This is an optimization exercise on Yosys and OpenROAD, whose aim is small area, a short achievable clock period and few clock cycles per item, not a production implementation. At most, simulation tests tie the RTL to the original design; equivalence was not proved.

the baseline:
// multDivUnit
module multDivUnit (
  input  logic        clk,
  input  logic        reset,
  input  logic [2:0]  reqOp,
  input  logic [31:0] reqLOp,
  input  logic [31:0] reqROp,
  input  logic        reqValid,
  output logic        reqCredit,
  output logic [31:0] respResult,
  output logic        respDivByZero,
  output logic        respDivOverflow,
  output logic        respValid,
  input  logic        respCredit
);
Size: about 1900 cells after synthesis, ~130 flip-flops, roughly 110 I/O pins, ~15000 µm² of cells after synthesis.
==> flow/config.mk <==
export PLATFORM = sky130hd
export DESIGN_NAME = multDivUnit
export DESIGN_NICKNAME = multDivUnit
export VERILOG_FILES = /design/flow/design.v
export SDC_FILE = /design/flow/constraint.sdc
export NUM_CORES = 4
export LEC_CHECK = 0
export CAP_MARGIN = 20
export CORE_MARGIN = 2
export CORE_UTILIZATION = 40
export SETUP_SLACK_MARGIN = 1.5
export SLEW_MARGIN = 20
==> flow/constraint.sdc <==
create_clock -name core_clock -period 6.0 [get_ports {clk}]
set_input_delay 1.2000 -clock core_clock [delete_from_list [all_inputs] [get_ports {clk}]]
set_output_delay 1.2000 -clock core_clock [all_outputs]
set_load 0.01 [all_outputs]
standard.sh (not shown) runs the stock make flow with config.mk's settings and CLKGATE_MAP_FILE= SYNTH_SCRIPT=/design/flow/synth_recipe.tcl, a recipe that flattens the netlist after the stock synthesis.
==> flow/flow/run.sh <==
#!/bin/bash
set -o pipefail
export BUFFER_PORTS_ARGS="-buffer_cell sky130_fd_sc_hd__buf_1"
bash standard.sh > standard.log 2>&1
Setup changes, the baseline to the candidate
--- a/flow/design.v
+++ b/flow/design.v
@@ -50,26 +50,24 @@
   logic        corr;
   logic        selLo;
   logic        dbz;
   logic        ovf;
   logic        yOne0;
   logic        yTwo0;
   logic        yInv0;
   logic        yOne1;
   logic        yTwo1;
   logic        yInv1;
   logic        yCin;
-  logic        divMode;
-  logic        divSub;
-  logic        inv0;
   logic        cin0;
+  logic        qFix;
   function automatic logic [5:0] clz32(input logic [31:0] v);
     logic [15:0] v16;
     logic [7:0]  v8;
     logic [3:0]  v4;
     logic [1:0]  v2;
     logic        z16;
     logic        z8;
     logic        z4;
     logic        z2;
     z16 = (v[31:16] == 16'd0);
     v16 = z16 ? v[15:0] : v[31:16];
@@ -112,43 +110,43 @@
   assign respCntNext = respCnt + {1'b0, respCredit} - {1'b0, respValid};
   assign avail       = (respCntNext != 2'd0);
   logic [36:0] aExt;
   logic [36:0] xVal;
   logic [36:0] yVal0;
   logic [36:0] yVal1;
   logic [36:0] csaS;
   logic [36:0] csaC;
   logic [36:0] sum;
   assign aExt  = {{3{A[33]}}, A};
   assign xVal  = {{2{H[34]}}, H};
-  assign divSub = divMode & H[34];
-  assign inv0   = yInv0 ^ divSub;
-  assign cin0   = yCin ^ divSub;
-  assign yVal0  = (({37{yOne0}} & aExt) | ({37{yTwo0}} & {aExt[35:0], 1'b0})) ^ {37{inv0}};
+  assign cin0   = yCin ^ (qFix & Lo[0]);
+  assign yVal0  = (({37{yOne0}} & aExt) | ({37{yTwo0}} & {aExt[35:0], 1'b0})) ^ {37{yInv0}};
   assign yVal1 = (({37{yOne1}} & {aExt[34:0], 2'b0}) | ({37{yTwo1}} & {aExt[33:0], 3'b0})) ^ {37{yInv1}};
   assign csaS  = xVal ^ yVal0 ^ yVal1;
   assign csaC  = (xVal & yVal0) | (xVal & yVal1) | (yVal0 & yVal1);
   prefixAdd #(.N(37)) i_add (
     .a   (csaS),
     .b   ({csaC[35:0], yInv1}),
     .cin (cin0),
     .s   (sum)
   );
   logic [6:0] shAmt;
   logic       skipDiv;
   logic       qBit;
+  logic       subNext;
   logic       fixNeed;
   logic       divNegL;
   logic [4:0] inLzLc;
   assign divNegL = divAdd ^ negR;
   assign qBit    = ~(sum[36] ^ negR);
+  assign subNext = ~sum[36] ^ divNegL;
   assign fixNeed = isRem ? negR : divAdd;
   assign inLzLc  = (inLzL == 6'd32) ? 5'd31 : inLzL[4:0];
   assign shAmt   = {2'b0, count} + {6'd0, negR} - {1'b0, lzR};
   assign skipDiv = dbz | shAmt[6];
   logic       lastStep;
   logic [2:0] nextState;
   logic       respNow;
   logic       corrMul;
   logic       corrDiv;
   assign lastStep = (count == 5'd0);
   always_comb begin
@@ -195,69 +193,69 @@
         if (negR) nextState = sCorr;
         else respNow = 1'b1;
       end
       default: begin   
         respNow = 1'b1;
       end
     endcase
     if (respNow) nextState = avail ? sGrant : sHold;
   end
   always_ff @(posedge clk) begin
     if (reset) begin
-      divMode   <= 1'b0;
+      qFix      <= 1'b0;
       state     <= sGrant;
       respCnt   <= 2'd0;
       reqCredit <= 1'b0;
       respValid <= 1'b0;
     end else begin
-      divMode   <= ((state == sPrep) && !skipDiv) || ((state == sDiv) && (!lastStep || (isRem && !qBit)));
       state     <= nextState;
+      qFix      <= (state == sDiv) && lastStep && !isRem && fixNeed;
       respCnt   <= respCntNext;
       reqCredit <= (state == sGrant);
       respValid <= respNow && avail;
     end
   end
   always_ff @(posedge clk) begin
     {yOne0, yTwo0, yInv0, yCin} <= 4'b0000;
     {yOne1, yTwo1, yInv1}       <= 3'b000;
     case (state)
       sWait: begin
         if (reqValid) begin
           if (inDiv) begin
             yInv0 <= inNegR;
           end else begin
             {yOne0, yTwo0, yInv0} <= inBooth0;
             yCin                  <= inBooth0[0];
             {yOne1, yTwo1, yInv1} <= inBooth1;
           end
         end
       end
       sPrep: begin
-        if (!skipDiv) {yOne0, yInv0, yCin} <= {1'b1, ~divNegL, ~divNegL};
+        if (!skipDiv) {yOne0, yInv0, yCin} <= {1'b1, ~divAdd, ~divAdd};
       end
       sMul: begin
         if (!lastStep) begin
           {yOne0, yTwo0, yInv0} <= nextBooth0;
           yCin                  <= nextBooth0[0];
           {yOne1, yTwo1, yInv1} <= nextBooth1;
         end else if (corr) begin
           yOne0 <= 1'b1;                           
         end
       end
       sDiv: begin
         if (!lastStep) begin
-          {yOne0, yInv0, yCin} <= {1'b1, ~divNegL, ~divNegL};
+          {yOne0, yInv0, yCin} <= {1'b1, subNext, subNext};
         end else if (!isRem) begin
           if (fixNeed) {yOne0, yInv0, yCin} <= 3'b111;    
         end else if (!qBit) begin
-          {yOne0, yInv0, yCin} <= {1'b1, ~divNegL, ~divNegL};
+          {yOne0, yInv0, yCin} <= {1'b1, divAdd, divAdd};
         end else begin
           yCin <= negR;                                   
         end
       end
       sRfix: begin
         yCin <= negR;                                     
       end
       default: begin
       end
     endcase
   end
@@ -303,23 +301,23 @@
         if (!(skipDiv && isRem)) Lo <= {32{dbz}};
       end
       sMul: begin
         Lo    <= {sum[3:0], Lo[31:4]};
         count <= count - 5'd1;
       end
       sDiv: begin
         Lo    <= {Lo[30:0], qBit};
         count <= count - 5'd1;
         if (lastStep) begin
           if (!isRem) begin
-            A <= {2'b0, Lo[30:0], qBit};
+            A <= {2'b0, Lo[30:0], 1'b0};
             if (fixNeed) selLo <= 1'b0;
           end
         end else begin
           A <= {A[33], A[33:1]};
         end
       end
       default: begin
       end
     endcase
   end
   assign respResult      = selLo ? Lo : H[31:0];
[summary]
The candidate | stages: all done | timing, DRC, antenna: all pass. When the final numbers for the candidate and the baseline were put side by side, the global-route usage turned out to be smaller in the baseline. Delta(critical path depth in cells, the candidate - the baseline) < 0. In the metrics for the candidate and the baseline, the one carrying the higher fill cell instance count of the final layout is the candidate. Between the baseline and the candidate, the area after synthesis figures differ only marginally. Diff the candidate and the baseline: post-synthesis mux area share lower in the candidate. The wire length per cell after detailed routing number comes out lower for the baseline vs the candidate. Comparing the baseline with the candidate, the insertion delay to the later sink of the worst-skew pair came out essentially unchanged. Comparing the candidate and the baseline, the lower setup slack is on the baseline.
Testbench counts of the candidate, summed over its fixed seeds: cycles 34,639, ops 3,200.
Function not checked in the baseline: the RTL went through the layout flow alone.

==> re-timing with driven ports <==
In the flow no input, the clock included, has a driving cell. The finished layouts below were timed again as built, in two steps.
Step 1 assumes that a clkbuf_16 drives the clock port and a buf_2 every other input.
Step 2, shift: input delay + t, output delay - t, t = (earliest + latest rising clock arrival at the registers) / 2. This alone moves slack from input paths to output paths.
Three values: no drivers, after step 1, after step 2; two values: the first two.
run	t, ns	setup WS [ns]	slew at the worst register clock pin (ns)
the baseline	0.500	1.629 / 1.629 / 1.391	0.07 / 0.07
the candidate	0.504	1.692 / 1.695 / 1.220	0.07 / 0.07
After both steps every run listed still meets setup and hold. The setup slack of the candidate, which loses most, moves by +0.003 ns with the drivers and by -0.472 ns with both steps.
